This design comes from an exercise in tuning for small area and a short achievable clock period on the open sky130 flow, not from production work. Function was checked by simulation only, so behaviour that the tests miss may differ from the original. Power figures rest on the tool's default switching activity, not on a simulated workload.

## before
==> flow/design.v <==
module arp_cache #(
  parameter int DEPTH     = 16,
  parameter int AGE_W     = 8,
  parameter int AGE_LIMIT = 200,
  parameter int TICK_DIV  = 16
) (
  input  logic                     i_clk,
  input  logic                     i_rst,
  input  logic                     i_upd_valid,
  input  logic [31:0]              i_upd_ip,
  input  logic [47:0]              i_upd_mac,
  input  logic                     i_seek_valid,
  input  logic [31:0]              i_seek_ip,
  input  logic                     i_flush,
  output logic                     o_seek_valid,
  output logic                     o_seek_hit,
  output logic [47:0]              o_seek_mac,
  output logic [$clog2(DEPTH):0]   o_count
);
  localparam int IDX_W = $clog2(DEPTH);
  localparam int TCK_W = $clog2(TICK_DIV);
  logic flush;
  assign flush = i_flush;
  logic [31:0]      tbl_ip  [DEPTH];
  logic [47:0]      tbl_mac [DEPTH];
  logic [AGE_W-1:0] tbl_exp [DEPTH];
  logic [DEPTH-1:0] tbl_valid;
  logic             s1_valid, s1_byp;
  logic [DEPTH-1:0] s1_m, last_wsel;
  logic [31:0]      s1_ip;
  logic [47:0]      s1_mac;
  logic [TCK_W-1:0] tick_cnt;
  logic [AGE_W-1:0] gtick;
  logic [IDX_W-1:0] victim;
  logic [2:0]       grp_cnt [4];
  logic             tick, upd_acc, bypass, s1_hit, any_free, adv, seek_hit_c;
  logic [AGE_W-1:0] exp_new;
  logic [DEPTH-1:0] wsel, expire, keep, upd_m, seek_m, vnext, free_oh, vict_oh;
  logic [2:0]       keep_cnt [4];
  logic [3:0]       grp_add;
  logic [47:0]      seek_mac_c;   
  logic [47:0]      seek_mac_n;   
  logic [IDX_W:0]   cnt_c;
  assign tick    = &tick_cnt;
  assign upd_acc = i_upd_valid && (i_upd_ip != 32'd0) && !flush;
  assign bypass  = s1_valid && (s1_ip == i_upd_ip);
  assign exp_new = gtick + AGE_W'(AGE_LIMIT - 1) + AGE_W'(tick);
  always_comb begin
    s1_hit   = s1_byp | (|s1_m);
    any_free = ~&tbl_valid;
    for (int i = 0; i < DEPTH; i++) begin
      free_oh[i] = ~tbl_valid[i];
      for (int j = 0; j < i; j++) free_oh[i] = free_oh[i] & tbl_valid[j];
      vict_oh[i] = (victim == IDX_W'(i));
      wsel[i]    = s1_valid & (s1_m[i] | (s1_byp & last_wsel[i])
                              | (~s1_hit & (any_free ? free_oh[i] : vict_oh[i])));
    end
    adv = s1_valid & ~s1_hit & ~any_free;
  end
  always_comb begin
    for (int i = 0; i < DEPTH; i++) begin
      expire[i] = tick & tbl_valid[i] & (tbl_exp[i] == gtick);
      upd_m[i]  = tbl_valid[i] & (tbl_ip[i] == i_upd_ip);
      seek_m[i] = i_seek_valid & tbl_valid[i] & (tbl_ip[i] == i_seek_ip);
      keep[i]   = tbl_valid[i] & ~expire[i];
      vnext[i]  = wsel[i] | keep[i];
    end
  end
  always_comb begin
    seek_hit_c = |seek_m;
    seek_mac_c = '0;
    for (int i = 0; i < DEPTH; i++)
      seek_mac_c = seek_mac_c | ({48{seek_m[i]}} & ~tbl_mac[i]);
  end
  always_comb begin
    for (int g = 0; g < 4; g++) begin
      keep_cnt[g] = 3'(keep[4*g]) + 3'(keep[4*g+1]) + 3'(keep[4*g+2]) + 3'(keep[4*g+3]);
      grp_add[g]  = |(wsel[4*g +: 4] & ~keep[4*g +: 4]);
    end
  end
  always_comb begin
    cnt_c = '0;
    for (int g = 0; g < 4; g++) cnt_c = cnt_c + (IDX_W + 1)'(grp_cnt[g]);
  end
  always_ff @(posedge i_clk or posedge i_rst) begin
    if (i_rst) s1_valid <= 1'b0;
    else       s1_valid <= upd_acc;
  end
  always_ff @(posedge i_clk) begin
    s1_byp    <= bypass;
    s1_m      <= upd_m;
    last_wsel <= wsel;
    s1_ip  <= i_upd_ip;
    s1_mac <= i_upd_mac;
  end
  for (genvar i = 0; i < DEPTH; i++) begin : g_ent
    always_ff @(posedge i_clk) begin
      if (wsel[i]) begin
        tbl_ip[i]  <= s1_ip;
        tbl_mac[i] <= s1_mac;
        tbl_exp[i] <= exp_new;
      end
    end
  end
  always_ff @(posedge i_clk or posedge i_rst) begin
    if (i_rst) begin
      tbl_valid <= '0;
      for (int g = 0; g < 4; g++) grp_cnt[g] <= '0;
    end else if (flush) begin
      tbl_valid <= '0;
      for (int g = 0; g < 4; g++) grp_cnt[g] <= '0;
    end else begin
      tbl_valid <= vnext;
      for (int g = 0; g < 4; g++)
        grp_cnt[g] <= grp_add[g] ? keep_cnt[g] + 3'd1 : keep_cnt[g];
    end
  end
  always_ff @(posedge i_clk or posedge i_rst) begin
    if (i_rst) begin
      victim       <= '0;
      tick_cnt     <= '0;
      gtick        <= '0;
      o_seek_valid <= 1'b0;
      o_seek_hit   <= 1'b0;
      seek_mac_n   <= '0;
      o_count      <= '0;
    end else begin
      if (flush)
        victim <= '0;
      else if (adv)
        victim <= victim + IDX_W'(1);
      tick_cnt     <= tick_cnt + TCK_W'(1);
      if (tick) gtick <= gtick + AGE_W'(1);
      o_seek_valid <= i_seek_valid;
      o_seek_hit   <= seek_hit_c;
      seek_mac_n   <= seek_mac_c;
      o_count      <= cnt_c;
    end
  end
  assign o_seek_mac = ~seek_mac_n;
endmodule
Settings: LEC_CHECK=0, CAP_MARGIN=20, CORE_MARGIN=2, CORE_UTILIZATION=40, CTS_BUF_LIST=sky130_fd_sc_hd__clkbuf_4 sky130_fd_sc_hd__clkbuf_8, CTS_CLUSTER_SIZE=30, SETUP_SLACK_MARGIN=3.0, SLEW_MARGIN=20; clock period 6.0 ns.
standard.sh (not shown) runs the stock make flow with config.mk's settings and CLKGATE_MAP_FILE= SYNTH_SCRIPT=/design/flow/synth_recipe.tcl, a recipe that flattens the netlist after the stock synthesis.
==> flow/flow/run.sh <==
#!/bin/bash
# Standard synthesis and layout; the only change from the standard flow's own layout is that the port
# buffers are sky130_fd_sc_hd__buf_4 instead of the cell buffer_ports picks by default.
set -euo pipefail
bash standard.sh synth > synth.log 2>&1
bash standard.sh "BUFFER_PORTS_ARGS=-buffer_cell sky130_fd_sc_hd__buf_4" finish > layout.log 2>&1
Setup changes, before to after
-- flow/design.v --
<<< before, line 31
  logic [47:0]      s1_mac;
  logic [TCK_W-1:0] tick_cnt;
  logic [AGE_W-1:0] gtick;
  logic [IDX_W-1:0] victim;
  logic [2:0]       grp_cnt [4];
  logic             tick, upd_acc, bypass, s1_hit, any_free, adv, seek_hit_c;
  logic [AGE_W-1:0] exp_new;
  logic [DEPTH-1:0] wsel, expire, keep, upd_m, seek_m, vnext, free_oh, vict_oh;
>>> after, line 31
  logic [47:0]      s1_mac;
  logic [TCK_W-1:0] tick_cnt;
  logic [AGE_W-1:0] gtick, gtick_n;
  logic             tick;
  logic [IDX_W-1:0] victim;
  logic [2:0]       grp_cnt [4];
  logic             upd_acc, bypass, s1_hit, any_free, adv, seek_hit_c;
  logic [AGE_W-1:0] exp_new;
  logic [DEPTH-1:0] wsel, expire, keep, upd_m, seek_m, vnext, free_oh, vict_oh;
<<< before, line 42
  logic [47:0]      seek_mac_n;   
  logic [IDX_W:0]   cnt_c;
  assign tick    = &tick_cnt;
  assign upd_acc = i_upd_valid && (i_upd_ip != 32'd0) && !flush;
  assign bypass  = s1_valid && (s1_ip == i_upd_ip);
  assign exp_new = gtick + AGE_W'(AGE_LIMIT - 1) + AGE_W'(tick);
  always_comb begin
    s1_hit   = s1_byp | (|s1_m);
>>> after, line 43
  logic [47:0]      seek_mac_n;   
  logic [IDX_W:0]   cnt_c;
  assign gtick_n = gtick + AGE_W'(tick);
  assign upd_acc = i_upd_valid && (i_upd_ip != 32'd0) && !flush;
  assign bypass  = s1_valid && (s1_ip == i_upd_ip);
  assign exp_new = gtick_n + AGE_W'(AGE_LIMIT - 1);
  always_comb begin
    s1_hit   = s1_byp | (|s1_m);
<<< before, line 120
      victim       <= '0;
      tick_cnt     <= '0;
      gtick        <= '0;
      o_seek_valid <= 1'b0;
>>> after, line 121
      victim       <= '0;
      tick_cnt     <= '0;
      tick         <= 1'b0;
      gtick        <= '0;
      o_seek_valid <= 1'b0;
<<< before, line 131
        victim <= victim + IDX_W'(1);
      tick_cnt     <= tick_cnt + TCK_W'(1);
      if (tick) gtick <= gtick + AGE_W'(1);
      o_seek_valid <= i_seek_valid;
      o_seek_hit   <= seek_hit_c;
>>> after, line 133
        victim <= victim + IDX_W'(1);
      tick_cnt     <= tick_cnt + TCK_W'(1);
      tick         <= (tick_cnt == TCK_W'(TICK_DIV - 2));
      gtick        <= gtick_n;
      o_seek_valid <= i_seek_valid;
      o_seek_hit   <= seek_hit_c;
[summary]
From before to after the numbers moved as follows: wire length of the first global-routing pass comparable; count of cell instances traversed by the critical path comparable. Looking at after and before, the share of the core filled with cells in the final layout is a wash. Combinational power of after is on par with before. after and before ended up with nearly the same effective utilization at floorplan. Diff before -> after | transition at the pin with the smallest max-transition slack | decrease of 0.063 ns.

-- what the ideal ports hide --
The results above use ideal ports. As a check the final layouts listed here were re-extracted and re-timed, cells and wires unchanged.
Step 1: set_driving_cell puts a clkbuf_16 on i_clk and a buf_2 on each other input, an assumption about the parent block.
Step 2, shift: input delay + t, output delay - t, t = (earliest + latest rising clock arrival at the registers) / 2. This alone moves slack from input paths to output paths.
Slacks: ideal / step 1 / step 2; pairs: ideal / step 1.
run	t, ns	slack for setup (ns)	hold WS [ns]	pins driven straight from the clock port
before	1.067	2.829 / 2.829 / 1.841	0.275 / 0.225 / 0.479	1
after	1.079	2.570 / 2.570 / 1.913	0.274 / 0.219 / 0.470	1
After both steps every run listed still meets setup and hold. The setup slack of before, which loses most, moves by 0.000 ns with the drivers and by -0.988 ns with both steps.
